===== design/flow/design.v =====
module muldiv_seq (
   input  logic        clk,
   input  logic        rst,
   input  logic        start_i,
   input  logic [2:0]  op_i,
   input  logic [31:0] rs1_i,
   input  logic [31:0] rs2_i,
   input  logic        flush_i,
   output logic        stall_o,
   output logic        busy_o,
   output logic        done_o,
   output logic [31:0] result_o
);
   logic        busy_q, done_q;
   logic        accept, run, last, fast;
   assign accept = ~busy_q & start_i & ~flush_i;
   assign run    = busy_q & ~done_q;
   always_ff @(posedge clk or negedge rst) begin
      if (!rst) begin
         busy_q <= 1'b0;
         done_q <= 1'b0;
      end else if (!busy_q) begin
         busy_q <= accept;
         done_q <= accept & fast;
      end else if (done_q || flush_i) begin
         busy_q <= 1'b0;
         done_q <= 1'b0;
      end else begin
         done_q <= last;
      end
   end
   assign stall_o = rst & (accept | run);
   assign busy_o  = busy_q;
   assign done_o  = done_q;
   function automatic logic [5:0] topbit(input logic [31:0] x);
      logic [15:0] v1, p1;
      logic [7:0]  v2;
      logic [15:0] p2;
      logic [3:0]  v3;
      logic [11:0] p3;
      logic [1:0]  v4;
      logic [7:0]  p4;
      logic [4:0]  p5;
      for (int i = 0; i < 16; i++) begin
         v1[i] = x[2*i+1] | x[2*i];
         p1[i] = x[2*i+1];
      end
      for (int i = 0; i < 8; i++) begin
         v2[i]      = v1[2*i+1] | v1[2*i];
         p2[2*i+:2] = {v1[2*i+1], v1[2*i+1] ? p1[2*i+1] : p1[2*i]};
      end
      for (int i = 0; i < 4; i++) begin
         v3[i]      = v2[2*i+1] | v2[2*i];
         p3[3*i+:3] = {v2[2*i+1], v2[2*i+1] ? p2[4*i+2+:2] : p2[4*i+:2]};
      end
      for (int i = 0; i < 2; i++) begin
         v4[i]      = v3[2*i+1] | v3[2*i];
         p4[4*i+:4] = {v3[2*i+1], v3[2*i+1] ? p3[6*i+3+:3] : p3[6*i+:3]};
      end
      p5     = {v4[1], v4[1] ? p4[7:4] : p4[3:0]};
      topbit = {v4[1] | v4[0], p5};
   endfunction
   logic        is_mul, sa, sb, an, bn, b_zero, swap, a_pw;
   logic [31:0] a_x, b_x, a_e;
   logic [5:0]  ta, tb;     
   logic        a_short, b_short, a_tiny, b_tiny;
   logic        m_short;    
   logic        m_tiny;     
   logic        m_extra;    
   assign is_mul  = ~op_i[2];
   assign sa      = is_mul ? (op_i[1:0] != 2'b11) : ~op_i[0];
   assign sb      = is_mul ? ~op_i[1] : ~op_i[0];
   assign an      = sa & rs1_i[31];
   assign bn      = sb & rs2_i[31];
   assign a_x     = rs1_i ^ {32{rs1_i[31]}};
   assign b_x     = rs2_i ^ {32{rs2_i[31]}};
   assign a_e     = {a_x[30:0], 1'b1};
   assign a_pw    = (a_x & ~a_e) == '0;
   assign ta      = (rs1_i[31] & ~sa) ? 6'd63 : ((rs1_i[31] & a_pw) ? topbit(a_e) : topbit(a_x));
   assign tb      = (rs2_i[31] & ~sb) ? 6'd63 : topbit(b_x);
   assign b_zero  = (rs2_i == '0);
   assign swap    = tb[5] & (~ta[5] | (ta[4:0] < tb[4:0]));
   assign fast    = ~is_mul & (b_zero | swap);
   assign a_short = (a_x[30:15] == '0) & (sa | ~rs1_i[31]);
   assign b_short = (b_x[30:15] == '0) & (sb | ~rs2_i[31]);
   assign a_tiny  = (a_x[30:7] == '0) & (sa | ~rs1_i[31]);
   assign b_tiny  = (b_x[30:7] == '0) & (sb | ~rs2_i[31]);
   assign m_short = swap ? a_short : b_short;
   assign m_tiny  = swap ? a_tiny : b_tiny;
   assign m_extra = swap ? (rs1_i[31] & ~sa) : (rs2_i[31] & ~sb);
   logic [5:0]  ta_q, tb_q;
   logic        prep_q;
   logic [6:0]  dq;         
   assign dq      = (ta_q[5] ? {2'b00, ta_q[4:0]} + 7'd1 : 7'd0) - (tb_q[5] ? {2'b00, tb_q[4:0]} + 7'd1 : 7'd0);
   logic [33:0] hi;
   logic [31:0] lo;
   logic [32:0] v;          
   logic        ylast;
   logic [2:0]  ng_q;       
   logic [1:0]  ns_q;       
   logic [1:0]  j8_q;       
   logic        j4_q;       
   logic        j28_q;      
   logic        short_q;    
   logic        tiny_q;     
   logic        x_q;        
   logic        neg_q;      
   logic        fix_q;      
   logic        mul_q, bneg_q, rem_q;
   logic        res_hi_q, res_one_q, res_zero_q;
   logic st_norm, st_j8, st_j4, st_j28, st_x, st_neg, st_fix, st_any;
   logic x_now_q, fix_now_q;
   assign st_neg = neg_q;
   assign st_fix = fix_now_q;
   assign st_x   = x_now_q;
   assign st_any = neg_q | fix_now_q | x_now_q | prep_q;
   always_comb begin
      st_norm = 1'b0; st_j8 = 1'b0; st_j4 = 1'b0; st_j28 = 1'b0;
      if (!st_any) begin
         if (mul_q) begin
            st_norm = 1'b1;
         end else begin
            if (j28_q)          st_j28  = 1'b1;
            else if (j8_q != 0) st_j8   = 1'b1;
            else if (j4_q)      st_j4   = 1'b1;
            else                st_norm = 1'b1;
         end
      end
   end
   logic norm_end;
   assign norm_end = st_norm & (ng_q == 3'd0) & (ns_q == 2'd3);
   assign last     = st_x | st_fix | (norm_end & ~x_q & ~fix_q);
   logic [31:0] res_pre;
   assign res_pre = res_hi_q ? hi[31:0] : lo;
   logic [36:0] v_ext;
   assign v_ext = {{4{v[32]}}, v};
   function automatic logic [2:0] booth(input logic b1, input logic b0, input logic bl);
      booth = {b0 ^ bl, (b1 & ~b0 & ~bl) | (~b1 & b0 & bl), b1};
   endfunction
   logic        a_one, a_two, a_neg, b_one, b_two, b_neg;
   logic [2:0]  bda_ld, bdb_ld, bda_nx, bdb_nx;
   logic [3:0]  mlo;
   assign mlo    = swap ? rs1_i[3:0] : rs2_i[3:0];
   assign bda_ld = booth(mlo[1], mlo[0], 1'b0);
   assign bdb_ld = booth(mlo[3], mlo[2], mlo[1]);
   assign bda_nx = booth(~(norm_end & x_q) & lo[5], ~(norm_end & x_q) & lo[4], lo[3]);
   assign bdb_nx = booth(~(norm_end & x_q) & lo[7], ~(norm_end & x_q) & lo[6], ~(norm_end & x_q) & lo[5]);
   logic [36:0] pa, pb, pc, cs_s, cs_c;
   assign pa   = {{3{hi[33]}}, hi};
   assign pb   = (({37{a_one}} & v_ext) | ({37{a_two}} & {v_ext[35:0], 1'b0})) ^ {37{a_neg}};
   assign pc   = {(({35{b_one}} & v_ext[34:0]) | ({35{b_two}} & {v_ext[33:0], 1'b0})) ^ {35{b_neg}},
                  b_neg, b_neg};
   assign cs_s = pa ^ pb ^ pc;
   assign cs_c = {(pa[35:0] & pb[35:0]) | (pa[35:0] & pc[35:0]) | (pb[35:0] & pc[35:0]), a_neg};
   logic        div_x, ya_res;
   logic [36:0] dx, dy;
   assign div_x  = ~ya_res;       
   assign dx     = {4'd0, {32{div_x}} & hi[31:0], div_x & lo[31]};
   assign dy     = ya_res ? {5'd0, res_pre} ^ {37{1'b1}} : v_ext ^ {37{~bneg_q}};
   logic [36:0] add_x, add_y, sum;
   logic        cin;
   assign add_x = mul_q ? cs_s : dx;
   assign add_y = mul_q ? cs_c : dy;
   assign cin   = mul_q ? b_neg : (ya_res | ~bneg_q);
   assign sum   = add_x + add_y + {36'd0, cin};
   logic        ge;
   logic [31:0] r;
   assign ge = ~sum[36];
   assign r  = ge ? sum[31:0] : {hi[30:0], lo[31]};
   always_ff @(posedge clk) begin
      if (!busy_q) begin
         hi      <= '0;
         lo      <= (is_mul & ~swap) ? rs2_i : rs1_i;
         if (is_mul & ~swap) v <= {sa & rs1_i[31], rs1_i};
         else                v <= {sb & rs2_i[31], rs2_i};
         ylast   <= 1'b0;
         mul_q   <= is_mul;
         bneg_q  <= bn;
         rem_q   <= op_i[1];
         {a_one, a_two, a_neg} <= bda_ld;
         {b_one, b_two, b_neg} <= bdb_ld;
         if (is_mul) begin
            ng_q  <= {2'b00, ~m_short};           
            ns_q  <= {m_tiny, 1'b0};              
            x_q   <= m_extra;
            j8_q  <= 2'd0;
            j4_q  <= 1'b0;
            j28_q <= 1'b0;
         end else begin
            ns_q  <= 2'd0;
            x_q   <= 1'b0;
         end
         neg_q      <= ~is_mul & an;
         ya_res     <= ~is_mul & an;
         prep_q     <= ~is_mul;
         ta_q       <= ta;
         tb_q       <= tb;
         x_now_q    <= 1'b0;
         fix_now_q  <= 1'b0;
         fix_q      <= ~is_mul & (op_i[1] ? an : (an ^ bn));
         res_hi_q   <= is_mul ? (op_i[1:0] != 2'b00) : (op_i[1] & ~fast & ~an);
         short_q    <= is_mul & m_short & ~m_tiny;
         tiny_q     <= is_mul & m_tiny;
         res_one_q  <= ~is_mul & ~op_i[1] & b_zero;
         res_zero_q <= ~is_mul & ~op_i[1] & ~b_zero & swap;
      end else begin
         ya_res <= norm_end & fix_q;
         if (prep_q) begin
            prep_q <= 1'b0;
            ng_q   <= dq[5] ? 3'd7 : dq[4:2];
            j8_q   <= (dq[5] || dq[4:2] == 3'd0) ? 2'd0 : ~dq[4:3];
            j4_q   <= ~dq[5] & ~dq[2] & (dq[4:2] != 3'd0);
            j28_q  <= ~dq[5] & (dq[4:2] == 3'd0);
         end
         if (st_norm) begin
            if (mul_q) begin
               hi    <= {sum[36], sum[36:4]};
               lo    <= {sum[3:0], lo[31:4]};
               ylast <= lo[3];
               {a_one, a_two, a_neg} <= bda_nx;
               {b_one, b_two, b_neg} <= bdb_nx;
            end else begin
               hi    <= {2'b00, r};
               lo    <= {lo[30:0], ge};
            end
            ns_q      <= ns_q + 2'd1;
            if (ns_q == 2'd3) ng_q <= ng_q - 3'd1;
            x_now_q   <= norm_end & x_q;
            fix_now_q <= norm_end & fix_q;
         end else if (st_j8) begin
            hi   <= {2'b00, hi[23:0], lo[31:24]};
            lo   <= {lo[23:0], 8'd0};
            j8_q <= j8_q - 2'd1;
         end else if (st_j28) begin
            hi    <= {2'b00, hi[3:0], lo[31:4]};
            lo    <= {lo[3:0], 28'd0};
            j28_q <= 1'b0;
         end else if (st_j4) begin
            hi   <= {2'b00, hi[27:0], lo[31:28]};
            lo   <= {lo[27:0], 4'd0};
            j4_q <= 1'b0;
         end else if (prep_q & ~neg_q) begin
            hi <= '0;
            lo <= rs1_i;
         end else begin     
            hi        <= st_neg ? 34'd0 : sum[33:0];
            lo        <= sum[31:0];
            res_hi_q  <= ~st_neg | rem_q;
            neg_q     <= 1'b0;
            fix_q     <= fix_q & st_neg;
            x_q       <= 1'b0;
            x_now_q   <= 1'b0;
            fix_now_q <= 1'b0;
         end
      end
   end
   logic [31:0] res_short, res_tiny;
   assign res_short = res_hi_q ? {{14{hi[33]}}, hi[33:16]} : {hi[15:0], lo[31:16]};
   assign res_tiny  = res_hi_q ? {{22{hi[33]}}, hi[33:24]} : {hi[23:0], lo[31:24]};
   assign result_o  = res_one_q ? 32'hFFFF_FFFF : (res_zero_q ? 32'd0 :
                      (short_q ? res_short : (tiny_q ? res_tiny : res_pre)));
endmodule

===== design/flow/run.sh =====
#!/bin/bash
# synth_recipe.tcl (not shown) runs the flow's synth.tcl, then flattens the netlist and writes it again
# the make line also repeats each setting of config.mk as NAME=value (left out here)
make -C /OpenROAD-flow-scripts/flow DESIGN_CONFIG=/design/flow/config.mk WORK_HOME=/design/flow/orfs CLKGATE_MAP_FILE= SYNTH_SCRIPT=/design/flow/synth_recipe.tcl finish

===== design/flow/config.mk =====
export PLATFORM = sky130hd
export DESIGN_NAME = muldiv_seq
export DESIGN_NICKNAME = muldiv_seq
export VERILOG_FILES = /design/flow/design.v
export SDC_FILE = /design/flow/constraint.sdc
export NUM_CORES = 4
export LEC_CHECK = 0
export ABC_AREA = 1
export CAP_MARGIN = 20
export CELL_PAD_IN_SITES_DETAIL_PLACEMENT = 1
export CELL_PAD_IN_SITES_GLOBAL_PLACEMENT = 1
export CORE_MARGIN = 2
export CORE_UTILIZATION = 40
export PLACE_DENSITY = 0.5
export SETUP_SLACK_MARGIN = 5
export SLEW_MARGIN = 20

===== design/flow/constraint.sdc =====
create_clock -name core_clock -period 11.0 [get_ports {clk}]
set_input_delay 2.2000 -clock core_clock [delete_from_list [all_inputs] [get_ports {clk}]]
set_output_delay 2.2000 -clock core_clock [all_outputs]
set_load 0.01 [all_outputs]

==> flow_summary.json, run 1 <==
{
  "outcome": "no timing/DRC/antenna violations",
  "hold_viol_final": 0,
  "critPathBufInv": 5,
  "start_kind": "flip-flop",
  "fin_crit_sh_pct": 53.0,
  "cts_buffers": 17,
  "combPwrFrac_pct": 78.3,
  "fin_crit_ns": 5.83,
  "synthCells": 2921,
  "worst_ep_arrival_time_ns": 6.16,
  "hp-class": "reg2reg",
  "finClkSkew_ns": 0.0160,
  "dr_total_vias": 22530,
  "grt_pass1_vias": 22331,
  "crit_slowest_cell": "fa_1",
  "synth_area_um2": 18000,
  "worst_pin_slew_ns": 1.29,
  "clk_pin_slew_ns": 0.07,
  "ys_dominant_reg_cell": "edfxtp_1",
  "start_util_pct": 40.6,
  "syn_nets": 3080,
  "die_w_um": 216,
  "htreeDepth": 4,
  "worst_slack_ns": 5.17,
  "slew_headroom_pct": 13.3,
  "grt.overflow.total": 0,
  "io_buffer_count": 105,
  "wl_um": 98100,
  "yosysTopAreaCell": "nand2_1",
  "path_class": "reg2reg",
  "tritoncts": "yes",
  "p_int_mw": 2.77,
  "drive_gt1_share_pct": 4.47,
  "grt_use_total_pct": 41.4,
  "die_h_um": 216,
  "setup_viol": 0,
  "peakVddDrop_mv": 0.731,
  "met3_usage_pct": 7.68,
  "final_antenna_net_count": 0,
  "numClockSinks": 143,
  "cts-root-buf": "clkbuf_16",
  "avgSynthCellArea_um2": 6.15,
  "ys_ff_latch": 143,
  "place_ws_ns": 3.49,
  "tns_ns": 0,
  "rsz0062_at_grt": "false",
  "max_stage_delay_ns": 0.56,
  "fin_nets": 3078,
  "dp_hpwl_um": 73300,
  "drc": 0,
  "pwr_density_cell_nw_per_um2": 365,
  "yosysSeqAreaShare_pct": 20.0,
  "cap_violations": 0,
  "wl_per_cell_um": 27.8,
  "cp_data_required_time_ns": 11.33,
  "mostFrequentLayoutCell": "nand2_1",
  "synth.distinct_cells": 59,
  "swShare_pct": 62.2,
  "grt_util_met2_pct": 65.2,
  "area_growth_pct": 12.0,
  "drt_pass1_iterations": 6,
  "synth.area.top_cells": "nand2_1, edfxtp_1, o21ai_0, dfxtp_1, a21oi_1",
  "maxSlewViolCount": 0,
  "antenna_found_initial": 6,
  "stdcell_count": 3526,
  "dp.cells": 3482,
  "p_leak_nw": 8.89,
  "critPathTopFamily": "buffers and inverters",
  "io_pins": 106,
  "pwr-share-clk_pct": 8.3,
  "max_freq_mhz": 172,
  "end_kind": "flip-flop",
  "seqPwrFrac_pct": 13.3,
  "layout_common_cells": "nand2_1, o21ai_0, inv_1",
  "grt_start_max_net_pins": 85,
  "die_area_um2": 46600,
  "cp_max_fo": 57,
  "use_met1_pct": 51.9,
  "final_core_util_pct": 45.5,
  "coreArea_um2": 44200,
  "globalplace.congestion": 0.996,
  "synth_top_area_share_pct": 16.5,
  "clockBufferDepth": 2,
  "switching_power_mw": 4.57,
  "viasPerCell": 6.39,
  "yosysWarnings": 1,
  "path_common_cell": "nand2_1",
  "rows": 77,
  "ys_async_sr_fraction_pct": 1.40,
  "synth_enable_flop_cells": 71,
  "grt-busiest-layer": "met2",
  "grt_pass1_wl_um": 144000,
  "clock_latency_ns": 0.46,
  "crit_path_cell_trace": "buf_6 -> nor2_2 -> buf_4 -> clkinv_1 -> buf_4 -> a21oi_1 -> o21ai_0 -> o221ai_1 -> fa_1 -> fa_1 -> inv_1 -> nand3_1 -> nand2_1 -> nand2_1 -> nand2_1 -> nand2_1 -> nand2_1 -> a21o_1 -> nand3_1 -> o21ai_1 -> xnor2_1 -> a21oi_1 -> o21ai_0 -> nand2_1",
  "drtIter0Drc": 2793
}
## state kept, by name (all words and copies together) (netlist names), 2 cells and up
register	flops
ta_q	6
v	33
hi	34
ns_q	2
tb_q	6
lo	32
ng_q	3
j8_q	2
## synth_stat cells, drive strengths merged (2+ instances only)
master   count
xor2        99
o2111ai      2
nor4         9
nor2       245
o31ai        2
edfxtp      71
a21o         7
nor3        19
buf         47
xnor2       12
nand3       81
a211oi      29
a31oi       11
nand4       13
o21a         9
o221ai      30
fa          38
o211ai      58
o21ai      373
clkbuf     125
a221oi      25
or2          7
and3         3
o22a         3
clkinv       6
dfrtp        2
o21bai       3
and2         4
dfxtp       70
nand3b       4
o32ai        2
inv        280
nand2      795
nand2b       3
ha          50
a21oi      247
a22oi       11
o22ai      118
## power by group through the flow
| stage | logic, mW | clock network (mW) | registers, mW |
|---|---|---|---|
| floorplan | 3.55 | 0 | 0.816 |
| global route | 6.15 | 0.635 | 0.974 |
| global placement | 5.30 | 0 | 0.959 |
| CTS | 5.47 | 0.612 | 0.951 |
| detailed placement | 5.41 | 0 | 0.964 |
| finish | 5.75 | 0.611 | 0.979 |
## through the flow
| stage | hold WS (ns) | instance area (um2) | total power [mW] |
|---|---|---|---|
| 6_report | 0.476 | 20100 | 7.34 |
| 5_1_grt | 0.508 | 20100 | 7.76 |
| 3_3_place_gp | 0.455 | 19300 | 6.26 |
| 4_1_cts | 0.476 | 19900 | 7.03 |
| 3_5_place_dp | 0.465 | 19300 | 6.37 |
| 2_1_floorplan | 0.445 | 18000 | 4.37 |
## cell families (layout without fill, tap and decap cells)
| kind of cell | Yosys count | count (layout) | synth area share (%) |
|---|---|---|---|
| fa+ha+maj | 88 | 88 | 7.72 |
| other cells | 0 | 2 | 0 |
| xor+xnor | 111 | 111 | 5.41 |
| simple gates | 1185 | 1186 | 26.5 |
| mux | 1 | 1 | 0.0557 |
| buf+inv | 458 | 468 | 10.3 |
| compound gates | 935 | 935 | 30.0 |
| flops | 143 | 143 | 20.0 |
## layout make-up
type,count,area [um2]
antenna,2,5.00
clock buffer,18,450
clock inverter,14,143
fill,5985,24100
inverter,286,1100
multi-input combinational,2321,12600
sequential,143,3580
tap,592,741
timing repair buffer,150,1500
## what timing repair did
action,CTS,global route
resized for setup,13,31
hold buffers,0,0
pin swaps,0,1
endpoints found under the setup margin,85,86
setup buffers,2,3
cloned,1,3
## worst paths after layout
kind	from	to	slack [ns]	depth (start not counted)
max in group asynchronous	rst	busy_q	8.96	1
setup / recovery	mul_q	hi[30]	5.17	24
hold / removal	fix_now_q	fix_now_q	0.48	2
min in group asynchronous	rst	done_q	1.91	1
hold reg to reg	fix_now_q	fix_now_q	0.48	2
setup reg to reg	mul_q	hi[30]	5.17	24
## per-layer routing
metal | vias to the layer above | part of all wire [%]
met4 | 12 | 7.8
li1 | 9964 | -
met5 | - | 0.089
met2 | 1198 | 44
met3 | 328 | 8.9
met1 | 11028 | 39
## tightest hold or removal path, stage by stage (launching register included)
cell,delay (ns)
dfxtp_1,0.32
nand2_1,0.06
a21oi_1,0.06
Testbench counts, summed over its fixed seeds: cycles 20,548, items 2,400.
==> inputs of run 2 (changes only) <==
--- a/design/flow/config.mk
+++ b/design/flow/config.mk
@@ -5,7 +5,6 @@
 export SDC_FILE = /design/flow/constraint.sdc
 export NUM_CORES = 4
 export LEC_CHECK = 0
-export ABC_AREA = 1
 export CAP_MARGIN = 20
 export CELL_PAD_IN_SITES_DETAIL_PLACEMENT = 1
 export CELL_PAD_IN_SITES_GLOBAL_PLACEMENT = 1
==> run 2 against run 1 <==
- combinational power is 15% lower
- register-to-register slack better by 0.07 ns
- power is 11% lower
- sequential power is 8% higher
- clock power hardly changed
- wire length is 10% lower
- critical endpoint is now result_o[27]
- largest power group unchanged
==> flow_summary.json, run 2 <==
{
  "final_antenna_net_count": 0,
  "largest_register_ffs": 34,
  "dr_total_vias": 19669,
  "maxSlewViolCount": 0,
  "layout_common_cells": "nand2_1, a21oi_1, nor2_1",
  "hp-class": "reg2reg",
  "cts-root-buf": "clkbuf_16",
  "start_kind": "flip-flop",
  "max_freq_mhz": 169,
  "p_int_mw": 2.73,
  "globalplace.congestion": 0.925,
  "io_pins": 106,
  "synth_top_area_share_pct": 11.9,
  "critPathLaunch": "res_hi_q",
  "regMostFlops": "hi",
  "grt.overflow.total": 0,
  "reg2reg_depth": 18,
  "hold_end": "busy_q",
  "grt_start_max_net_pins": 70,
  "crit_slowest_cell": "mux2i_1",
  "swShare_pct": 58.3,
  "worst_ep_arrival_time_ns": 3.73,
  "n_fill_cell": 5394,
  "ys_dominant_reg_cell": "edfxtp_1",
  "cp_data_required_time_ns": 8.80,
  "wl_um": 88100,
  "yosysMostFrequentCell": "nand2_1",
  "grt_use_total_pct": 37.0,
  "start_util_pct": 40.5,
  "drtIter0Drc": 2216,
  "critPathBufInv": 2,
  "p_leak_nw": 7.51,
  "yosysSeqAreaShare_pct": 20.0,
  "reg2reg_from": "b_neg",
  "drt_pass1_iterations": 6,
  "pwr-share-clk_pct": 9.4,
  "ys_async_sr_fraction_pct": 1.40,
  "multi_input_area_um2": 13300,
  "numClockSinks": 143,
  "critPathTopFamily": "buffers and inverters",
  "crit_path_cell_trace": "buf_4 -> mux2i_1 -> nand2_1 -> nand3_1 -> a21boi_0 -> o21bai_1 -> clkdlybuf4s50_1",
  "syn_nets": 2507,
  "hold_viol_final": 0,
  "dp.cells": 2869,
  "grt_pass1_vias": 19591,
  "fin_nets": 2471,
  "whs_ns": 0.508,
  "die_w_um": 215,
  "end_kind": "output pin",
  "min-delay-start": "done_q",
  "rsz0062_at_grt": "true",
  "synthCells": 2348,
  "switching_power_mw": 3.82,
  "synth.distinct_cells": 100,
  "clockBufferDepth": 2,
  "clk_pin_slew_ns": 0.07,
  "pwr_density_cell_nw_per_um2": 328,
  "fin_crit_sh_pct": 53.9,
  "viasPerCell": 6.74,
  "peakVddDrop_mv": 0.256,
  "r2r_slack_ns": 5.24,
  "grt_pass1_wl_um": 129000,
  "whs_path_depth": 1,
  "cts_buffers": 17,
  "synth.area.top_cells": "edfxtp_1, dfxtp_1, a21oi_1, mux2i_1, nand2_1",
  "drive_gt1_share_pct": 8.90,
  "coreArea_um2": 44100,
  "cts_hold_buffers": 0,
  "max_stage_delay_ns": 0.91,
  "wl_per_cell_um": 30.2,
  "top_regs": "hi (34), v (33), lo (32)",
  "synth_enable_flop_cells": 71,
  "path_class": "reg2out",
  "avgSynthCellArea_um2": 7.61,
  "synth_area_um2": 17900,
  "cap_violations": 0,
  "die_h_um": 215,
  "fin_crit_ns": 5.93,
  "stdcell_count": 2918,
  "setup_viol": 0,
  "ys_ff_latch": 143,
  "tritoncts": "yes",
  "mostFrequentLayoutCell": "nand2_1",
  "io_buffer_count": 105,
  "synth_commonest_cells": "nand2_1, a21oi_1, nor2_1",
  "tns_ns": 0,
  "antenna_found_initial": 0,
  "finClkSkew_ns": 0.0128,
  "outcome": "no timing/DRC/antenna violations",
  "seqPwrFrac_pct": 16.2,
  "clock_latency_ns": 0.45,
  "r2r_end": "hi[23]",
  "htreeDepth": 4,
  "slew_headroom_pct": 25.7,
  "combPwrFrac_pct": 74.4,
  "worst_pin_slew_ns": 1.11,
  "rows": 77,
  "yosysTopAreaCell": "edfxtp_1",
  "dp_hpwl_um": 66800,
  "yosysWarnings": 1,
  "die_area_um2": 46400,
  "drc": 0,
  "seq_area_um2": 3590,
  "area_growth_pct": 11.6,
  "cp_max_fo": 58
}
## run 2: how the worst max path moves through the flow
| stage | endpoint | cells after the start |
|---|---|---|
| after floorplan | v[13] | 18 |
| after global placement | v[7] | 17 |
| after detailed placement | v[18] | 17 |
| after CTS | short_q | 16 |
| after global routing | x_q | 17 |
| final | result_o[27] | 7 |
## run 2: cells by family (layout without fill, tap and decap cells)
family                     after synthesis  count (layout)  share of synthesized area (%)
muxes                                  141             141                           8.26
DFF                                    143             143                           20.0
buffers and inverters                  299             272                           6.70
adders and majority gates               88              88                           7.76
xor gates and xnor gates               143             143                           7.01
and+or+nand+nor                        692             695                           18.3
AOI/OAI and AO/OA                      842             843                           31.9
other                                    0               1                              0
## run 2: power groups by stage
stage | sequential [mW] | clock [mW] | combinational [mW]
after floorplan | 0.846 | 0 | 3.12
after global placement | 1.05 | 0 | 4.57
after detailed placement | 1.05 | 0 | 4.67
after CTS | 1.04 | 0.616 | 4.72
after global routing | 1.06 | 0.635 | 5.21
final | 1.06 | 0.613 | 4.87
## run 2: per-stage QoR
step	worst slack [ns]	total power, mW	instance area [um2]	utilization [%]
detailed placement	3.29	5.71	19100	43.3
CTS	5.00	6.38	19800	44.9
floorplan	5.10	3.97	17900	-
global placement	3.37	5.62	19100	43.3
finish	5.07	6.54	20000	45.2
global route	4.98	6.90	20000	45.2
## run 2: area by class of cell
| type | instances | area share, % |
|---|---|---|
| Antenna cell | 1 | 0.0125 |
| Clock buffer | 17 | 2.13 |
| Clock inverter | 15 | 0.872 |
| Inverter | 87 | 1.67 |
| Multi-Input combinational cell | 1910 | 66.7 |
| Sequential cell | 143 | 18.0 |
| Tap cell | 592 | 3.71 |
| Timing Repair Buffer | 153 | 6.95 |
## run 2: worst reg2reg max path: cells and delay by family (launching register included)
family / cells / cell delay, ns
compound gates: 9 / 2.11
fa+ha+maj: 3 / 1.52
buf+inv: 4 / 1.13
flops: 1 / 0.37
simple gates: 2 / 0.52
## run 2: routing by layer
| layer | vias up | part of all wire (%) | global-route usage (%) | wire length, um |
|---|---|---|---|---|
| met5 | - | 0 | 0 | 0 |
| met4 | 0 | 7.2 | 22.6 | 6360 |
| met3 | 258 | 7.7 | 4.55 | 6750 |
| met2 | 976 | 45 | 59.2 | 39400 |
| met1 | 9783 | 40 | 47.6 | 35600 |
| li1 | 8652 | - | - | - |
## run 2: what timing repair did
action / CTS / global route
gates cloned: 2 / 3
gates resized for setup: 94 / 78
setup buffers: 4 / 7
setup endpoints to repair: 85 / 105
pin swaps: 4 / 5
==> inputs of run 3 (changes only) <==
==> design/flow/flow/run.sh (new file) <==
#!/bin/bash
set -euo pipefail
export BUFFER_PORTS_ARGS="-buffer_cell sky130_fd_sc_hd__buf_1"
bash standard.sh > standard_flow.log 2>&1
==> design/flow/standard.sh (new file) <==
#!/bin/bash
# synth_recipe.tcl (not shown) runs the flow's synth.tcl, then flattens the netlist and writes it again
# the make line also repeats each setting of config.mk as NAME=value (left out here)
make -C /OpenROAD-flow-scripts/flow DESIGN_CONFIG=/design/flow/config.mk WORK_HOME=/design/flow/orfs CLKGATE_MAP_FILE= SYNTH_SCRIPT=/design/flow/synth_recipe.tcl "${@:-finish}"
--- a/design/flow/config.mk
+++ b/design/flow/config.mk
@@ -5,6 +5,7 @@
 export SDC_FILE = /design/flow/constraint.sdc
 export NUM_CORES = 4
 export LEC_CHECK = 0
+export ABC_AREA = 1
 export CAP_MARGIN = 20
 export CELL_PAD_IN_SITES_DETAIL_PLACEMENT = 1
 export CELL_PAD_IN_SITES_GLOBAL_PLACEMENT = 1
removed: design/flow/run.sh
==> run 3 against run 2 <==
- still clean on timing, DRC and antenna
- worst setup slack improved by 0.10 ns
- core utilization fell by 1.1 points
- die area rose by 0.44%
- power rose by 12%
- hold slack got worse by 0.030 ns
- cell count rose by 21%
- highest routed layer is now met5
==> flow_summary.json, run 3 <==
{
  "synth_top_area_share_pct": 16.5,
  "start_util_pct": 40.6,
  "rsz0062_at_grt": "false",
  "yosysTopAreaCell": "nand2_1",
  "fin_nets": 3086,
  "io_pins": 106,
  "max_stage_delay_ns": 0.73,
  "fin_crit_sh_pct": 53.0,
  "grt_use_total_pct": 41.4,
  "regMostFlops": "hi",
  "clockBufferDepth": 2,
  "whs_ns": 0.478,
  "yosysWarnings": 1,
  "die_h_um": 216,
  "drt_pass1_iterations": 6,
  "p_total_mw": 7.30,
  "grt_start_max_net_pins": 76,
  "mostFrequentLayoutCell": "nand2_1",
  "hp-class": "reg2reg",
  "io_buffer_count": 105,
  "top_regs": "hi (34), v (33), lo (32)",
  "worst_ep_arrival_time_ns": 6.20,
  "grt_pass1_vias": 22479,
  "wl_met2_um": 43300,
  "reg2reg_from": "mul_q",
  "synth_area_um2": 18000,
  "drive_gt1_share_pct": 4.32,
  "ys_ff_latch": 143,
  "crit_slowest_cell": "buf_4",
  "hold_viol_final": 0,
  "numClockSinks": 143,
  "synth_commonest_cells": "nand2_1, o21ai_0, inv_1",
  "critPathLaunch": "mul_q",
  "antenna_found_initial": 2,
  "dp_hpwl_um": 73400,
  "slew_headroom_pct": 20.2,
  "largest_register_ffs": 34,
  "synth.distinct_cells": 59,
  "tritoncts": "yes",
  "final_antenna_net_count": 0,
  "fin_area_um2": 19500,
  "synthCells": 2921,
  "dpl_cell_area_um2": 18600,
  "setup_viol": 0,
  "combPwrFrac_pct": 78.2,
  "cts_hold_buffers": 0,
  "p_int_mw": 2.71,
  "path_class": "reg2reg",
  "ys_async_sr_fraction_pct": 1.40,
  "cap_violations": 0,
  "drc": 0,
  "end_kind": "flip-flop",
  "yosysMostFrequentCell": "nand2_1",
  "drtIter0Drc": 2496,
  "avgSynthCellArea_um2": 6.15,
  "critPathCapture": "hi[30]",
  "pwr-share-clk_pct": 8.4,
  "syn_nets": 3080,
  "viasPerCell": 6.38,
  "htreeDepth": 4,
  "maxSlewViolCount": 0,
  "area_growth_pct": 8.74,
  "cp_data_required_time_ns": 11.38,
  "cts_buffers": 17,
  "r2r_end": "hi[30]",
  "path_common_cell": "nand2_1",
  "clk_pin_slew_ns": 0.08,
  "layout_common_cells": "nand2_1, o21ai_0, inv_1",
  "grt_pass1_wl_um": 144000,
  "wl_um": 98500,
  "rows": 77,
  "fin_crit_ns": 5.83,
  "pwr_density_cell_nw_per_um2": 374,
  "diodes": 0,
  "outcome": "no timing/DRC/antenna violations",
  "globalplace.congestion": 0.973,
  "tns_ns": 0,
  "die_w_um": 216,
  "ys_dominant_reg_cell": "edfxtp_1",
  "cp_max_fo": 66,
  "wl_per_cell_um": 27.9,
  "worst_pin_slew_ns": 1.19,
  "swShare_pct": 62.8,
  "cts-root-buf": "clkbuf_16",
  "max_freq_mhz": 172,
  "die_area_um2": 46600,
  "seqPwrFrac_pct": 13.4,
  "dr_total_vias": 22546,
  "coreArea_um2": 44200,
  "switching_power_mw": 4.59,
  "wl_met3_um": 8650,
  "clock_latency_ns": 0.50,
  "r2r_slack_ns": 5.17,
  "synth_enable_flop_cells": 71,
  "crit_path_cell_trace": "inv_4 -> buf_4 -> o221ai_1 -> fa_1 -> fa_1 -> inv_1 -> nand3_1 -> nand2_1 -> nand2_1 -> nand2_1 -> nand2_1 -> nand2_1 -> a21o_1 -> nand3_1 -> o21ai_0 -> xnor2_1 -> nor2_1 -> o21ai_0 -> nand2_1",
  "wl_met1_um": 38800,
  "finClkSkew_ns": 0.0188,
  "peakVddDrop_mv": 0.639,
  "start_kind": "flip-flop",
  "reg2reg_depth": 19,
  "synth.area.top_cells": "nand2_1, edfxtp_1, o21ai_0, dfxtp_1, a21oi_1",
  "grt.overflow.total": 0,
  "yosysSeqAreaShare_pct": 20.0,
  "p_leak_nw": 8.65,
  "top_layer": "met5"
}
## run 3: how the worst min path moves through the flow
stage	from	end	slack, ns	cells after the start
2_1_floorplan	fix_now_q	fix_now_q	0.45	2
3_3_place_gp	fix_now_q	fix_now_q	0.46	2
3_5_place_dp	x_now_q	x_now_q	0.47	2
4_1_cts	x_now_q	x_now_q	0.48	2
5_1_grt	fix_now_q	fix_now_q	0.50	2
6_report	fix_now_q	fix_now_q	0.48	2
## run 3: metal layers
layer | vias to the layer above | track usage [%]
met1 | 10999 | 51.8
met4 | 4 | 28.5
li1 | 9964 | -
met2 | 1249 | 64.4
met3 | 330 | 8.12
met5 | - | 0
## run 3: layout make-up
| class | count | area [um2] |
|---|---|---|
| fillers | 5974 | 24700 |
| multi-input cells | 2322 | 12600 |
| flip-flops and latches | 143 | 3580 |
| inverters | 286 | 1110 |
| repair buffers | 157 | 906 |
| well taps | 592 | 741 |
| clock buffers | 19 | 433 |
| clock inverters | 13 | 150 |
## run 3: through the flow
stage,utilization [%],setup slack [ns],std cells
2_1_floorplan,-,5.79,2921
3_3_place_gp,42.1,3.82,3483
3_5_place_dp,42.1,3.59,3484
4_1_cts,43.6,5.01,3517
5_1_grt,44.2,5.00,3532
6_report,44.2,5.17,3532
## run 3: timing repair
| item | in CTS | in global routing |
|---|---|---|
| resized for setup | 13 | 14 |
| buffers inserted | 0 | 7 |
| pin swaps | 0 | 1 |
| gates cloned | 1 | 6 |
| endpoints found under the setup margin | 73 | 74 |
## run 3: cell families after synthesis
group           after synthesis  synth area share (%)
compound gates              935                  30.0
buf+inv                     458                  10.3
xor+xnor                    111                  5.41
flops                       143                  20.0
mux                           1                0.0557
fa+ha+maj                    88                  7.72
simple gates               1185                  26.5
## run 3: power groups by stage
stage | registers (mW) | clock network (mW) | logic [mW]
floorplan | 0.816 | 0 | 3.55
global placement | 0.959 | 0 | 5.27
detailed placement | 0.966 | 0 | 5.37
CTS | 0.954 | 0.614 | 5.43
global route | 0.975 | 0.633 | 6.13
finish | 0.981 | 0.613 | 5.71
## run 3: worst max-delay path, delay by kind of cell, from the launching register on
kind                       cells  cell delay, ns
buffers and inverters          3            1.30
AOI/OAI and AO/OA              4            1.30
adders and majority gates      2            1.03
and+or+nand+nor                9            1.03
DFF                            1            0.57
xor gates and xnor gates       1            0.44
==> inputs of run 4 (changes only) <==
--- a/design/flow/design.v
+++ b/design/flow/design.v
@@ -107,6 +107,7 @@
    logic        neg_q;      
    logic        fix_q;      
    logic        mul_q, bneg_q, rem_q;
+   logic        div_q;      
    logic        res_hi_q, res_one_q, res_zero_q;
    logic st_norm, st_j8, st_j4, st_j28, st_x, st_neg, st_fix, st_any;
    logic x_now_q, fix_now_q;
@@ -159,9 +160,9 @@
    assign dy     = ya_res ? {5'd0, res_pre} ^ {37{1'b1}} : v_ext ^ {37{~bneg_q}};
    logic [36:0] add_x, add_y, sum;
    logic        cin;
-   assign add_x = mul_q ? cs_s : dx;
-   assign add_y = mul_q ? cs_c : dy;
-   assign cin   = mul_q ? b_neg : (ya_res | ~bneg_q);
+   assign add_x = div_q ? dx : cs_s;
+   assign add_y = div_q ? dy : cs_c;
+   assign cin   = div_q ? (ya_res | ~bneg_q) : b_neg;
    assign sum   = add_x + add_y + {36'd0, cin};
    logic        ge;
    logic [31:0] r;
@@ -175,6 +176,7 @@
          else                v <= {sb & rs2_i[31], rs2_i};
          ylast   <= 1'b0;
          mul_q   <= is_mul;
+         div_q   <= ~is_mul;
          bneg_q  <= bn;
          rem_q   <= op_i[1];
          {a_one, a_two, a_neg} <= bda_ld;
==> design/flow/flow/run.sh (replaced) <==
#!/bin/bash
set -euo pipefail
export BUFFER_PORTS_ARGS="-buffer_cell sky130_fd_sc_hd__buf_1"
export SETUP_SLACK_MARGIN=5.7
bash standard.sh > standard_flow.log 2>&1
--- a/design/flow/config.mk
+++ b/design/flow/config.mk
@@ -5,12 +5,10 @@
 export SDC_FILE = /design/flow/constraint.sdc
 export NUM_CORES = 4
 export LEC_CHECK = 0
-export ABC_AREA = 1
 export CAP_MARGIN = 20
 export CELL_PAD_IN_SITES_DETAIL_PLACEMENT = 1
 export CELL_PAD_IN_SITES_GLOBAL_PLACEMENT = 1
 export CORE_MARGIN = 2
 export CORE_UTILIZATION = 40
 export PLACE_DENSITY = 0.5
-export SETUP_SLACK_MARGIN = 5
 export SLEW_MARGIN = 20
==> run 4 against run 3 <==
- still clean
- register-to-register slack gained 0.59 ns
- core utilization grew 2.8 points
- clock skew shrank 0.0062 ns
- critical path depth is the same
- first-iteration DRC count shrank 19%
- die area grew 0.39%
- sequential power grew 11%
- wire length shrank 4.9%
- clock-buffer cell count shrank 1
- clock power is essentially flat
- worst setup slack gained 0.11 ns
- largest cell class unchanged
- largest power group unchanged
==> flow_summary.json, run 4 <==
{
  "rsz0062_at_grt": "true",
  "clock_latency_ns": 0.46,
  "synth_area_um2": 18000,
  "synth_commonest_cells": "nand2_1, o21ai_0, nor2_1",
  "crit_path_cell_trace": "buf_2 -> or3_1 -> a22oi_1 -> o221ai_1 -> a22oi_1 -> o22ai_1 -> a22oi_2 -> a21oi_2 -> o31a_1 -> ha_1 -> o21a_1 -> o21a_1 -> o211ai_1 -> nand2b_4 -> o22ai_4 -> buf_12 -> buf_12 -> mux2_2 -> a211o_1",
  "p_leak_nw": 7.90,
  "drc": 0,
  "dpl_cell_area_um2": 18700,
  "fin_crit_ns": 5.72,
  "mostFrequentLayoutCell": "nand2_1",
  "pwr-share-clk_pct": 9.0,
  "top_layer": "met4",
  "synth.area.top_cells": "edfxtp_1, dfxtp_1, mux2i_1, o21ai_0, nand2_1",
  "dr_total_vias": 20052,
  "ys_ff_latch": 144,
  "fin_area_um2": 20800,
  "layout_common_cells": "nand2_1, nor2_1, o21ai_0",
  "drive_gt1_share_pct": 14.1,
  "max_stage_delay_ns": 0.41,
  "ys_dominant_reg_cell": "edfxtp_1",
  "combPwrFrac_pct": 74.9,
  "max_freq_mhz": 175,
  "finClkSkew_ns": 0.0127,
  "cp_max_fo": 11,
  "tritoncts": "yes",
  "worst_ep_arrival_time_ns": 6.06,
  "wl_um": 93700,
  "cp_data_required_time_ns": 11.35,
  "slew_headroom_pct": 18.0,
  "avgSynthCellArea_um2": 7.60,
  "wl_per_cell_um": 31.2,
  "setup_viol": 0,
  "swShare_pct": 57.0,
  "regMostFlops": "hi",
  "grt_pass1_vias": 19917,
  "drtIter0Drc": 2029,
  "cts_hold_buffers": 0,
  "yosysTopAreaCell": "edfxtp_1",
  "globalplace.congestion": 0.984,
  "die_area_um2": 46800,
  "yosysMostFrequentCell": "nand2_1",
  "p_int_mw": 2.92,
  "fin_nets": 2554,
  "drt_pass1_iterations": 8,
  "maxSlewViolCount": 0,
  "hold_viol_final": 0,
  "die_w_um": 216,
  "syn_nets": 2532,
  "cts_buffers": 17,
  "fin_crit_sh_pct": 52.0,
  "start_util_pct": 40.7,
  "antenna_found_initial": 1,
  "coreArea_um2": 44300,
  "io_buffer_count": 105,
  "die_h_um": 216,
  "htreeDepth": 4,
  "area_growth_pct": 15.3,
  "largest_register_ffs": 34,
  "dp.cells": 2906,
  "top_regs": "hi (34), v (33), lo (32)",
  "synth_enable_flop_cells": 72,
  "synth_top_area_share_pct": 12.0,
  "dp_hpwl_um": 67800,
  "wl_met2_um": 41000,
  "yosysWarnings": 1,
  "switching_power_mw": 3.87,
  "grt_start_max_net_pins": 65,
  "viasPerCell": 6.68,
  "path_class": "in2reg",
  "grt_pass1_wl_um": 137000,
  "stdcell_count": 3000,
  "synthCells": 2373,
  "end_kind": "flip-flop",
  "diodes": 0,
  "cts-root-buf": "clkbuf_16",
  "peakVddDrop_mv": 0.363,
  "wl_met3_um": 6990,
  "cap_violations": 0,
  "clk_pin_slew_ns": 0.07,
  "wl_met1_um": 37500,
  "tns_ns": 0,
  "crit_slowest_cell": "or3_1",
  "pwr_density_cell_nw_per_um2": 327,
  "numClockSinks": 144,
  "yosysSeqAreaShare_pct": 20.0,
  "worst_pin_slew_ns": 1.20,
  "seqPwrFrac_pct": 16.1,
  "clockBufferDepth": 2,
  "final_antenna_net_count": 0,
  "start_kind": "primary input",
  "io_pins": 106,
  "synth.distinct_cells": 87,
  "ys_async_sr_fraction_pct": 1.39,
  "rows": 77,
  "grt.overflow.total": 0,
  "grt_use_total_pct": 39.3,
  "hp-class": "reg2reg",
  "outcome": "no timing/DRC/antenna violations"
}
## run 4: changes by cell type in the layout (fill, tap and decap cells not counted), moves of 85 or more
| cell | before | now |
|---|---|---|
| nand2_1 | 789 | 222 |
| inv_1 | 272 | 87 |
| o21ai_0 | 344 | 173 |
| mux2i_1 | 1 | 114 |
| o22ai_1 | 118 | 31 |
| a21oi_1 | 246 | 161 |
## run 4: worst max-delay path: cells and delay by family
kind / cells / cell delay, ns
and+or+nand+nor: 2 / 0.61
AOI/OAI and AO/OA: 12 / 2.13
buffers and inverters: 3 / 0.54
muxes: 1 / 0.27
adders and majority gates: 1 / 0.29
## run 4: layout make-up
class / count / area (um2)
Clock inverter: 14 / 156
Clock buffer: 18 / 429
Multi-Input combinational cell: 1928 / 13700
Timing Repair Buffer: 214 / 1780
Inverter: 90 / 349
Sequential cell: 144 / 3620
Fill cell: 5386 / 23500
Tap cell: 592 / 741
## run 4: worst paths after layout
check                                 end  slack, ns      start  cells past startpoint
min in group asynchronous          done_q       1.53        rst                      1
worst max-delay path                lo[8]       5.28   rs1_i[9]                     19
worst min-delay path            fix_now_q       0.53  fix_now_q                      2
max in group asynchronous          busy_q       9.31        rst                      1
worst max register to register     lo[15]       5.76      a_two                     17
worst min register to register  fix_now_q       0.53  fix_now_q                      2
## run 4: metrics by stage
step	power, mW	setup WS, ns	hold slack [ns]	utilization, %
2_1_floorplan	3.91	5.21	0.475	-
3_3_place_gp	5.49	3.48	0.501	42.2
3_5_place_dp	5.58	3.29	0.523	42.3
4_1_cts	6.49	5.38	0.533	46.2
5_1_grt	7.14	5.17	0.570	46.9
6_report	6.79	5.28	0.531	46.9
## run 4: logic make-up after synthesis
kind of cell / count (synthesis) / share of synthesized area (%)
compound gates: 816 / 30.2
xor+xnor: 142 / 6.90
fa+ha+maj: 88 / 7.69
buf+inv: 302 / 6.57
flops: 144 / 20.0
mux: 181 / 10.5
simple gates: 700 / 18.1
## run 4: routing by layer
metal,GRT usage (%),vias to the layer above
met3,5.16,285
met1,50.2,9991
met2,60.6,969
li1,-,8807
met4,29.8,0
met5,0,-
## run 4: power by group through the flow
stage	clock network, mW	registers (mW)	logic [mW]
floorplan	0	0.846	3.07
global placement	0	1.07	4.42
detailed placement	0	1.07	4.51
CTS	0.614	1.06	4.81
global route	0.630	1.09	5.42
finish	0.613	1.09	5.09
## run 4: timing repair
item / in CTS / in global routing
resized for setup: 150 / 61
pin swaps: 22 / 20
setup buffers: 37 / 13
setup endpoints to repair: 133 / 112
cloned: 12 / 0
Testbench counts of run 4, summed over its fixed seeds: cycles 20,548, items 2,400.
==> inputs of run 5 (changes only) <==
==> design/flow/flow/run.sh (replaced) <==
#!/bin/bash
set -euo pipefail
export BUFFER_PORTS_ARGS="-buffer_cell sky130_fd_sc_hd__buf_1"
export SETUP_SLACK_MARGIN=6.2
bash standard.sh > standard_flow.log 2>&1
==> run 5 against run 4 <==
- sequential power is essentially flat
- still clean on timing, DRC and antenna
- worst setup slack gained 0.12 ns
- clock skew shrank 0.00063 ns
- via count grew 2.5%
- flip-flop and latch count is the same
- register-to-register slack gained 0.39 ns
- highest routed layer is now met5
- global-route usage grew 1.2 points
- largest cell class unchanged
- wire length grew 4.1%
- fmax grew 2.1%
- combinational power grew about 20%
- core utilization grew 2.8 points
- clock-buffer cell count grew 1
==> flow_summary.json, run 5 <==
{
  "coreArea_um2": 44300,
  "clockBufferDepth": 2,
  "top_regs": "hi (34), v (33), lo (32)",
  "n_fill_cell": 5343,
  "final_antenna_net_count": 0,
  "worst_slack_ns": 5.40,
  "hold_end": "x_now_q",
  "rows": 77,
  "numClockSinks": 144,
  "p_leak_nw": 8.40,
  "dpl_cell_area_um2": 18700,
  "reg2reg_from": "b_neg",
  "tns_ns": 0,
  "io_pins": 106,
  "fin_crit_sh_pct": 50.9,
  "drc": 0,
  "setup_viol": 0,
  "cp_max_fo": 14,
  "hp-class": "reg2reg",
  "die_h_um": 216,
  "synth_area_um2": 18000,
  "pwr_density_cell_nw_per_um2": 357,
  "clock_latency_ns": 0.47,
  "rsz0062_at_grt": "true",
  "end_kind": "flip-flop",
  "path_class": "in2reg",
  "ys_ff_latch": 144,
  "avgSynthCellArea_um2": 7.60,
  "layout_common_cells": "nand2_1, nor2_1, a21oi_1",
  "p_total_mw": 7.85,
  "viasPerCell": 6.75,
  "clk_pin_slew_ns": 0.07,
  "mostFrequentLayoutCell": "nand2_1",
  "whs_path_depth": 2,
  "multi_input_area_um2": 14300,
  "diodes": 0,
  "wl_per_cell_um": 32.1,
  "maxSlewViolCount": 0,
  "die_w_um": 216,
  "antenna_found_initial": 3,
  "regMostFlops": "hi",
  "io_buffer_count": 105,
  "yosysTopAreaCell": "edfxtp_1",
  "drtIter0Drc": 2054,
  "cp_data_required_time_ns": 11.35,
  "drt_pass1_iterations": 7,
  "synth_top_area_share_pct": 12.0,
  "yosysMostFrequentCell": "nand2_1",
  "whs_ns": 0.519,
  "max_freq_mhz": 179,
  "dp_hpwl_um": 68000,
  "cts-root-buf": "clkbuf_16",
  "yosysSeqAreaShare_pct": 20.0,
  "grt_pass1_wl_um": 140000,
  "synthCells": 2373,
  "synth.distinct_cells": 87,
  "fin_crit_ns": 5.60,
  "synth.area.top_cells": "edfxtp_1, dfxtp_1, mux2i_1, o21ai_0, nand2_1",
  "htreeDepth": 4,
  "cts_buffers": 17,
  "start_kind": "primary input",
  "grt_use_total_pct": 40.5,
  "seq_area_um2": 3620,
  "cap_violations": 0,
  "ys_dominant_reg_cell": "edfxtp_1",
  "worst_ep_arrival_time_ns": 5.95,
  "start_util_pct": 40.7,
  "ys_async_sr_fraction_pct": 1.39,
  "area_growth_pct": 22.2,
  "largest_register_ffs": 34,
  "place_ws_ns": 3.39,
  "drive_gt1_share_pct": 19.2,
  "grt_pass1_vias": 20383,
  "cts_hold_buffers": 0,
  "die_area_um2": 46800,
  "tritoncts": "yes",
  "peakVddDrop_mv": 0.318,
  "globalplace.congestion": 1.03,
  "finClkSkew_ns": 0.0121,
  "syn_nets": 2532,
  "hold_viol_final": 0,
  "outcome": "no timing/DRC/antenna violations",
  "r2r_slack_ns": 6.15,
  "synth_commonest_cells": "nand2_1, o21ai_0, nor2_1",
  "wl_um": 97600,
  "r2r_end": "lo[14]",
  "fin_area_um2": 22000,
  "yosysWarnings": 1,
  "slew_headroom_pct": 24.5,
  "dr_total_vias": 20553,
  "fin_nets": 2599,
  "grt_start_max_net_pins": 65,
  "synth_enable_flop_cells": 72,
  "worst_pin_slew_ns": 1.12,
  "min-delay-start": "x_now_q",
  "grt.overflow.total": 0,
  "reg2reg_depth": 21
}
==> run 5: cell counts after synthesis <==
No cell type changed its count.
==> run 5: cells by family (layout without fill, tap and decap cells) <==
kind of cell / count (synthesis) / in the layout / share of synthesized area, %
compound gates: 816 / 816 / 30.2
simple gates: 700 / 700 / 18.1
buf+inv: 302 / 382 / 6.57
mux: 181 / 181 / 10.5
flops: 144 / 144 / 20.0
xor+xnor: 142 / 142 / 6.90
fa+ha+maj: 88 / 88 / 7.69
==> run 5: through the flow <==
stage                     cells  util, %
after floorplan            2373        -
after global placement     2904     42.2
after detailed placement   2904     42.2
after CTS                  3011     47.7
after global routing       3045     49.7
final                      3045     49.7
==> run 5: worst max path at each step <==
| stage | cells after the start | to | from |
|---|---|---|---|
| final | 21 | lo[8] | rs1_i[4] |
| after detailed placement | 16 | lo[8] | rs1_i[31] |
| after global placement | 20 | lo[8] | rs1_i[31] |
| after CTS | 19 | v[11] | rs1_i[31] |
| after global routing | 21 | lo[8] | rs1_i[31] |
| after floorplan | 21 | v[0] | rs1_i[31] |
==> run 5: area by class of cell <==
cell class / instances / area share, %
multi-input cells: 1927 / 65.0
flip-flops and latches: 144 / 16.4
clock buffers: 19 / 2.01
clock inverters: 13 / 0.790
well taps: 592 / 3.36
repair buffers: 260 / 10.9
inverters: 90 / 1.57
==> run 5: where the power goes <==
| part | internal, mW | total [mW] | switching [mW] |
|---|---|---|---|
| clock | 0.367 | 0.642 | 0.275 |
| combinational | 2.49 | 6.10 | 3.61 |
| sequential | 0.710 | 1.11 | 0.404 |
==> run 5: worst max-delay path, stage by stage <==
cell and delay (ns):
buf_6 0.15, nor2_1 0.09, o211ai_1 0.13, o21ai_2 0.10
a22oi_2 0.21, o221ai_2 0.12, a22oi_2 0.22, o22ai_2 0.10
a22oi_2 0.19, a21oi_1 0.08, o31a_1 0.30, ha_1 0.29
o21a_1 0.18, o21a_1 0.16, o211ai_1 0.26, nand2b_4 0.20
o22ai_4 0.07, buf_12 0.17, buf_12 0.15, mux2_2 0.27
a211o_1 0.29
==> run 5: layer usage <==
layer | part of all wire, % | track usage (%)
met5 | 0.026 | 0
met4 | 9.1 | 31.9
met3 | 8.0 | 7.48
met2 | 44 | 62.4
met1 | 39 | 49.8
==> run 5: what timing repair did <==
action | 4_1_cts | 5_1_grt
setup endpoints to repair | 147 | 129
gates cloned | 15 | 1
setup buffers | 60 | 33
pin swaps | 30 | 65
gates resized for setup | 267 | 137
==> inputs of run 6 (changes only) <==
--- a/design/flow/design.v
+++ b/design/flow/design.v
@@ -60,7 +60,7 @@
       p5     = {v4[1], v4[1] ? p4[7:4] : p4[3:0]};
       topbit = {v4[1] | v4[0], p5};
    endfunction
-   logic        is_mul, sa, sb, an, bn, b_zero, swap, a_pw;
+   logic        is_mul, sa, sb, an, bn, b_zero, swap, a_pw, a_lt_b;
    logic [31:0] a_x, b_x, a_e;
    logic [5:0]  ta, tb;     
    logic        a_short, b_short, a_tiny, b_tiny;
@@ -79,12 +79,13 @@
    assign ta      = (rs1_i[31] & ~sa) ? 6'd63 : ((rs1_i[31] & a_pw) ? topbit(a_e) : topbit(a_x));
    assign tb      = (rs2_i[31] & ~sb) ? 6'd63 : topbit(b_x);
    assign b_zero  = (rs2_i == '0);
-   assign swap    = tb[5] & (~ta[5] | (ta[4:0] < tb[4:0]));
-   assign fast    = ~is_mul & (b_zero | swap);
+   assign a_lt_b  = tb[5] & (~ta[5] | (ta[4:0] < tb[4:0]));
+   assign fast    = ~is_mul & (b_zero | a_lt_b);
    assign a_short = (a_x[30:15] == '0) & (sa | ~rs1_i[31]);
    assign b_short = (b_x[30:15] == '0) & (sb | ~rs2_i[31]);
    assign a_tiny  = (a_x[30:7] == '0) & (sa | ~rs1_i[31]);
    assign b_tiny  = (b_x[30:7] == '0) & (sb | ~rs2_i[31]);
+   assign swap    = (a_tiny & ~b_tiny) | (a_short & ~b_short) | (~(rs1_i[31] & ~sa) & rs2_i[31] & ~sb);
    assign m_short = swap ? a_short : b_short;
    assign m_tiny  = swap ? a_tiny : b_tiny;
    assign m_extra = swap ? (rs1_i[31] & ~sa) : (rs2_i[31] & ~sb);
@@ -107,14 +108,14 @@
    logic        neg_q;      
    logic        fix_q;      
    logic        mul_q, bneg_q, rem_q;
-   logic        div_q;      
    logic        res_hi_q, res_one_q, res_zero_q;
-   logic st_norm, st_j8, st_j4, st_j28, st_x, st_neg, st_fix, st_any;
-   logic x_now_q, fix_now_q;
+   logic st_norm, st_j8, st_j4, st_j28, st_x, st_neg, st_fix, st_corr, st_any;
+   logic x_now_q, fix_now_q, corr_now_q;
    assign st_neg = neg_q;
    assign st_fix = fix_now_q;
    assign st_x   = x_now_q;
-   assign st_any = neg_q | fix_now_q | x_now_q | prep_q;
+   assign st_corr = corr_now_q;
+   assign st_any = neg_q | fix_now_q | x_now_q | corr_now_q | prep_q;
    always_comb begin
       st_norm = 1'b0; st_j8 = 1'b0; st_j4 = 1'b0; st_j28 = 1'b0;
       if (!st_any) begin
@@ -130,7 +131,7 @@
    end
    logic norm_end;
    assign norm_end = st_norm & (ng_q == 3'd0) & (ns_q == 2'd3);
-   assign last     = st_x | st_fix | (norm_end & ~x_q & ~fix_q);
+   assign last     = st_x | st_fix | (st_corr & ~fix_q) | (norm_end & ~x_q & ~fix_q & ~corr_need);
    logic [31:0] res_pre;
    assign res_pre = res_hi_q ? hi[31:0] : lo;
    logic [36:0] v_ext;
@@ -146,28 +147,22 @@
    assign bdb_ld = booth(mlo[3], mlo[2], mlo[1]);
    assign bda_nx = booth(~(norm_end & x_q) & lo[5], ~(norm_end & x_q) & lo[4], lo[3]);
    assign bdb_nx = booth(~(norm_end & x_q) & lo[7], ~(norm_end & x_q) & lo[6], ~(norm_end & x_q) & lo[5]);
+   logic        ya_res;     
    logic [36:0] pa, pb, pc, cs_s, cs_c;
-   assign pa   = {{3{hi[33]}}, hi};
+   logic        pa_div;     
+   assign pa_div = ~mul_q & ~corr_now_q;
+   assign pa   = ya_res ? ~{5'd0, res_pre} :
+                 pa_div ? {{2{hi[33]}}, hi[33:0], lo[31]} : {{3{hi[33]}}, hi};
    assign pb   = (({37{a_one}} & v_ext) | ({37{a_two}} & {v_ext[35:0], 1'b0})) ^ {37{a_neg}};
    assign pc   = {(({35{b_one}} & v_ext[34:0]) | ({35{b_two}} & {v_ext[33:0], 1'b0})) ^ {35{b_neg}},
                   b_neg, b_neg};
    assign cs_s = pa ^ pb ^ pc;
    assign cs_c = {(pa[35:0] & pb[35:0]) | (pa[35:0] & pc[35:0]) | (pb[35:0] & pc[35:0]), a_neg};
-   logic        div_x, ya_res;
-   logic [36:0] dx, dy;
-   assign div_x  = ~ya_res;       
-   assign dx     = {4'd0, {32{div_x}} & hi[31:0], div_x & lo[31]};
-   assign dy     = ya_res ? {5'd0, res_pre} ^ {37{1'b1}} : v_ext ^ {37{~bneg_q}};
-   logic [36:0] add_x, add_y, sum;
-   logic        cin;
-   assign add_x = div_q ? dx : cs_s;
-   assign add_y = div_q ? dy : cs_c;
-   assign cin   = div_q ? (ya_res | ~bneg_q) : b_neg;
-   assign sum   = add_x + add_y + {36'd0, cin};
-   logic        ge;
-   logic [31:0] r;
-   assign ge = ~sum[36];
-   assign r  = ge ? sum[31:0] : {hi[30:0], lo[31]};
+   logic [36:0] sum;
+   assign sum = cs_s + cs_c + {36'd0, b_neg | ya_res};
+   logic        ge, corr_need;
+   assign ge        = ~sum[36];
+   assign corr_need = ~mul_q & rem_q & ~ge;    
    always_ff @(posedge clk) begin
       if (!busy_q) begin
          hi      <= '0;
@@ -176,11 +171,15 @@
          else                v <= {sb & rs2_i[31], rs2_i};
          ylast   <= 1'b0;
          mul_q   <= is_mul;
-         div_q   <= ~is_mul;
          bneg_q  <= bn;
          rem_q   <= op_i[1];
-         {a_one, a_two, a_neg} <= bda_ld;
-         {b_one, b_two, b_neg} <= bdb_ld;
+         if (is_mul) begin
+            {a_one, a_two, a_neg} <= bda_ld;
+            {b_one, b_two, b_neg} <= bdb_ld;
+         end else begin
+            {a_one, a_two, a_neg} <= {~an, 1'b0, ~an & ~bn};    
+            {b_one, b_two, b_neg} <= 3'b000;
+         end
          if (is_mul) begin
             ng_q  <= {2'b00, ~m_short};           
             ns_q  <= {m_tiny, 1'b0};              
@@ -199,14 +198,15 @@
          tb_q       <= tb;
          x_now_q    <= 1'b0;
          fix_now_q  <= 1'b0;
+         corr_now_q <= 1'b0;
          fix_q      <= ~is_mul & (op_i[1] ? an : (an ^ bn));
          res_hi_q   <= is_mul ? (op_i[1:0] != 2'b00) : (op_i[1] & ~fast & ~an);
          short_q    <= is_mul & m_short & ~m_tiny;
          tiny_q     <= is_mul & m_tiny;
          res_one_q  <= ~is_mul & ~op_i[1] & b_zero;
-         res_zero_q <= ~is_mul & ~op_i[1] & ~b_zero & swap;
+         res_zero_q <= ~is_mul & ~op_i[1] & ~b_zero & a_lt_b;
       end else begin
-         ya_res <= norm_end & fix_q;
+         ya_res <= (norm_end & fix_q & ~corr_need) | (st_corr & fix_q);
          if (prep_q) begin
             prep_q <= 1'b0;
             ng_q   <= dq[5] ? 3'd7 : dq[4:2];
@@ -222,13 +222,17 @@
                {a_one, a_two, a_neg} <= bda_nx;
                {b_one, b_two, b_neg} <= bdb_nx;
             end else begin
-               hi    <= {2'b00, r};
+               hi    <= sum[33:0];
                lo    <= {lo[30:0], ge};
+               if (norm_end && corr_need) {a_one, a_two, a_neg} <= {1'b1, 1'b0, bneg_q};
+               else if (norm_end && fix_q) {a_one, a_two, a_neg} <= 3'b000;
+               else                        a_neg <= bneg_q ^ ge;
             end
             ns_q      <= ns_q + 2'd1;
             if (ns_q == 2'd3) ng_q <= ng_q - 3'd1;
             x_now_q   <= norm_end & x_q;
-            fix_now_q <= norm_end & fix_q;
+            fix_now_q <= norm_end & fix_q & ~corr_need;
+            corr_now_q <= norm_end & corr_need;
          end else if (st_j8) begin
             hi   <= {2'b00, hi[23:0], lo[31:24]};
             lo   <= {lo[23:0], 8'd0};
@@ -249,10 +253,13 @@
             lo        <= sum[31:0];
             res_hi_q  <= ~st_neg | rem_q;
             neg_q     <= 1'b0;
-            fix_q     <= fix_q & st_neg;
+            fix_q     <= fix_q & (st_neg | st_corr);
             x_q       <= 1'b0;
             x_now_q   <= 1'b0;
-            fix_now_q <= 1'b0;
+            fix_now_q <= st_corr & fix_q;
+            corr_now_q <= 1'b0;
+            if (st_corr) {a_one, a_two, a_neg} <= 3'b000;
+            else         {a_one, a_two, a_neg} <= {1'b1, 1'b0, ~bneg_q};
          end
       end
    end
==> design/flow/flow/run.sh (replaced) <==
#!/bin/bash
set -euo pipefail
export BUFFER_PORTS_ARGS="-buffer_cell sky130_fd_sc_hd__buf_1"
bash standard.sh > standard_flow.log 2>&1
--- a/design/flow/config.mk
+++ b/design/flow/config.mk
@@ -11,4 +11,5 @@
 export CORE_MARGIN = 2
 export CORE_UTILIZATION = 40
 export PLACE_DENSITY = 0.5
+export SETUP_SLACK_MARGIN = 5
 export SLEW_MARGIN = 20
==> run 6 against run 5 <==
- still clean
- register-to-register slack got worse by 0.87 ns
- critical path depth down 3
- clock-buffer cell count is 1 lower
- flip-flop and latch count stayed put
- first-iteration DRC count increased by 11%
- critical path type unchanged
==> flow_summary.json, run 6 <==
{
  "htreeDepth": 4,
  "synthCells": 2354,
  "fin_area_um2": 18900,
  "end_kind": "flip-flop",
  "clock_latency_ns": 0.47,
  "ys_dominant_reg_cell": "edfxtp_1",
  "critPathTopFamily": "compound AO/OA/AOI/OAI gates",
  "dpl_cell_area_um2": 18200,
  "r2r_end": "a_neg",
  "synth_top_area_share_pct": 12.1,
  "clockBufferDepth": 2,
  "slew_headroom_pct": 20.9,
  "maxSlewViolCount": 0,
  "wl_um": 85500,
  "grt_use_total_pct": 37.0,
  "grt_pass1_wl_um": 124000,
  "io_buffer_count": 105,
  "tritoncts": "yes",
  "peakVddDrop_mv": 0.233,
  "max_freq_mhz": 172,
  "fin_crit_sh_pct": 52.8,
  "hold_end": "busy_q",
  "path_class": "in2reg",
  "drive_gt1_share_pct": 8.29,
  "start_kind": "primary input",
  "cap_violations": 0,
  "hold_viol_final": 0,
  "grt_start_max_net_pins": 69,
  "avgSynthCellArea_um2": 7.48,
  "whs_path_depth": 1,
  "die_area_um2": 45700,
  "stdcell_count": 2914,
  "drc": 0,
  "setup_viol": 0,
  "r2r_slack_ns": 5.28,
  "layout_common_cells": "nand2_1, o21ai_0, a21oi_1",
  "tns_ns": 0,
  "fin_nets": 2475,
  "numClockSinks": 144,
  "drtIter0Drc": 2273,
  "fin_crit_ns": 5.81,
  "n_fill_cell": 5441,
  "rsz0062_at_grt": "true",
  "globalplace.congestion": 0.962,
  "min-delay-start": "done_q",
  "p_total_mw": 6.58,
  "cts-root-buf": "clkbuf_16",
  "critPathBufInv": 3,
  "synth_commonest_cells": "nand2_1, o21ai_0, a21oi_1",
  "crit_path_cell_trace": "clkbuf_2 -> buf_4 -> clkinv_2 -> a311o_1 -> o311ai_0 -> o2111ai_1 -> a21oi_1 -> nor2_1 -> o21ai_1 -> ha_1 -> a21o_1 -> a21o_1 -> a21oi_1 -> nand3_1 -> o31a_2 -> o21ai_2 -> o2111a_1 -> a31o_1",
  "reg2reg_depth": 18,
  "worst_ep_arrival_time_ns": 6.17,
  "cts_buffers": 17,
  "p_leak_nw": 7.30,
  "grt_pass1_vias": 18747,
  "drt_pass1_iterations": 7,
  "ys_async_sr_fraction_pct": 1.39,
  "rows": 76,
  "synth_compound_area_share_pct": 31.5,
  "viasPerCell": 6.64,
  "dr_total_vias": 19341,
  "grt.overflow.total": 0,
  "regMostFlops": "hi",
  "yosysSeqAreaShare_pct": 20.5,
  "start_util_pct": 40.7,
  "die_h_um": 214,
  "synth_xor_xnor_area_share_pct": 5.82,
  "synth_top_family_by_area": "compound AO/OA/AOI/OAI gates",
  "post_cts_buffers": 0,
  "synthMuxAreaShare_pct": 7.17,
  "io_pins": 106,
  "syn_nets": 2514,
  "synth_area_um2": 17600,
  "dp.cells": 2879,
  "clk_pin_slew_ns": 0.07,
  "yosysTopAreaCell": "edfxtp_1",
  "yosysWarnings": 1,
  "cp_max_fo": 61,
  "max_stage_delay_ns": 0.53,
  "outcome": "no timing/DRC/antenna violations",
  "yosysMostFrequentCell": "nand2_1",
  "coreArea_um2": 43300,
  "antenna_found_initial": 2,
  "top_regs": "hi (34), v (33), lo (32)",
  "synth_enable_flop_cells": 71,
  "worst_pin_slew_ns": 1.18,
  "yosys.area_share.simple_pct": 19.8,
  "crit_slowest_cell": "buf_4",
  "die_w_um": 214,
  "hp-class": "reg2reg",
  "ys_ff_latch": 144,
  "finClkSkew_ns": 0.0226,
  "dp_hpwl_um": 64500,
  "final_antenna_net_count": 0,
  "cp_data_required_time_ns": 11.36,
  "wl_per_cell_um": 29.3,
  "area_growth_pct": 7.28,
  "largest_register_ffs": 34,
  "mostFrequentLayoutCell": "nand2_1",
  "synthAdderAreaFrac_pct": 7.95,
  "pwr_density_cell_nw_per_um2": 348,
  "reg2reg_from": "mul_q"
}
-- run 6: layout make-up --
type,instances,area (um2),share of cell area [%]
Antenna cell,1,2.50,0.0133
Clock buffer,18,450,2.39
Clock inverter,14,160,0.848
Inverter,125,470,2.49
Multi-Input combinational cell,1887,12800,67.7
Sequential cell,144,3610,19.1
Tap cell,585,732,3.88
Timing Repair Buffer,140,676,3.58
-- run 6: per-stage QoR --
step	utilization [%]	hold WS, ns	setup WS (ns)
floorplan	-	0.465	5.59
global route	43.6	0.530	4.99
CTS	43.5	0.513	5.02
detailed placement	42.1	0.499	4.21
finish	43.6	0.513	5.19
global placement	42.1	0.479	4.12
-- run 6: cell families (layout without fill, tap and decap cells) --
kind of cell / after synthesis / count (layout)
AOI/OAI and AO/OA: 836 / 837
xor gates and xnor gates: 117 / 117
adders and majority gates: 89 / 89
buffers and inverters: 324 / 297
DFF: 144 / 144
muxes: 112 / 112
other: 0 / 1
and+or+nand+nor: 732 / 732
-- run 6: power by group --
| part | leakage [nW] | total [mW] | internal [mW] | switching (mW) |
|---|---|---|---|---|
| Combinational | 5.68 | 4.93 | 1.58 | 3.36 |
| Sequential | 1.32 | 1.02 | 0.697 | 0.327 |
| Clock | 0.302 | 0.620 | 0.319 | 0.301 |
| Total | 7.30 | 6.58 | 2.59 | 3.98 |
-- run 6: layer usage --
layer / global-route usage (%) / up-vias / part of all wire, %
met5: 0 / - / 0
met4: 21.5 / 0 / 6.3
met3: 5.39 / 221 / 7.0
met2: 59.5 / 879 / 45
met1: 47.5 / 9670 / 41
li1: - / 8571 / -
-- run 6: worst max-delay path by stage --
stage,from,to,slack [ns]
finish,rs1_i[31],done_q,5.19
global route,rs1_i[31],lo[0],4.99
CTS,rs1_i[3],done_q,5.02
detailed placement,rs1_i[31],done_q,4.21
global placement,rs1_i[31],done_q,4.12
floorplan,rs2_i[31],res_zero_q,5.59
-- run 6: what timing repair did --
item | CTS | global route
pin swaps | 0 | 1
endpoints found under the hold margin | 0 | 0
resized for setup | 2 | 12
endpoints found under the setup margin | 8 | 16
gates cloned | 0 | 1
hold buffers | 0 | 0
-- run 6: worst reg2reg max path, stage by stage, from the launching register on --
cell and delay [ns]:
edfxtp_1 0.36, buf_4 0.25, nor2_2 0.12, buf_4 0.42
mux2i_1 0.24, o21ai_0 0.11, fa_1 0.54, fa_1 0.21
inv_1 0.08, fa_1 0.47, nor2b_1 0.19, o2111ai_1 0.31
a21oi_1 0.42, o21a_1 0.26, o22ai_1 0.16, o31ai_4 0.49
mux2_2 0.46, and3_1 0.20, o31ai_1 0.22
Testbench counts of run 6, summed over its fixed seeds: cycles 20,709, items 2,400.
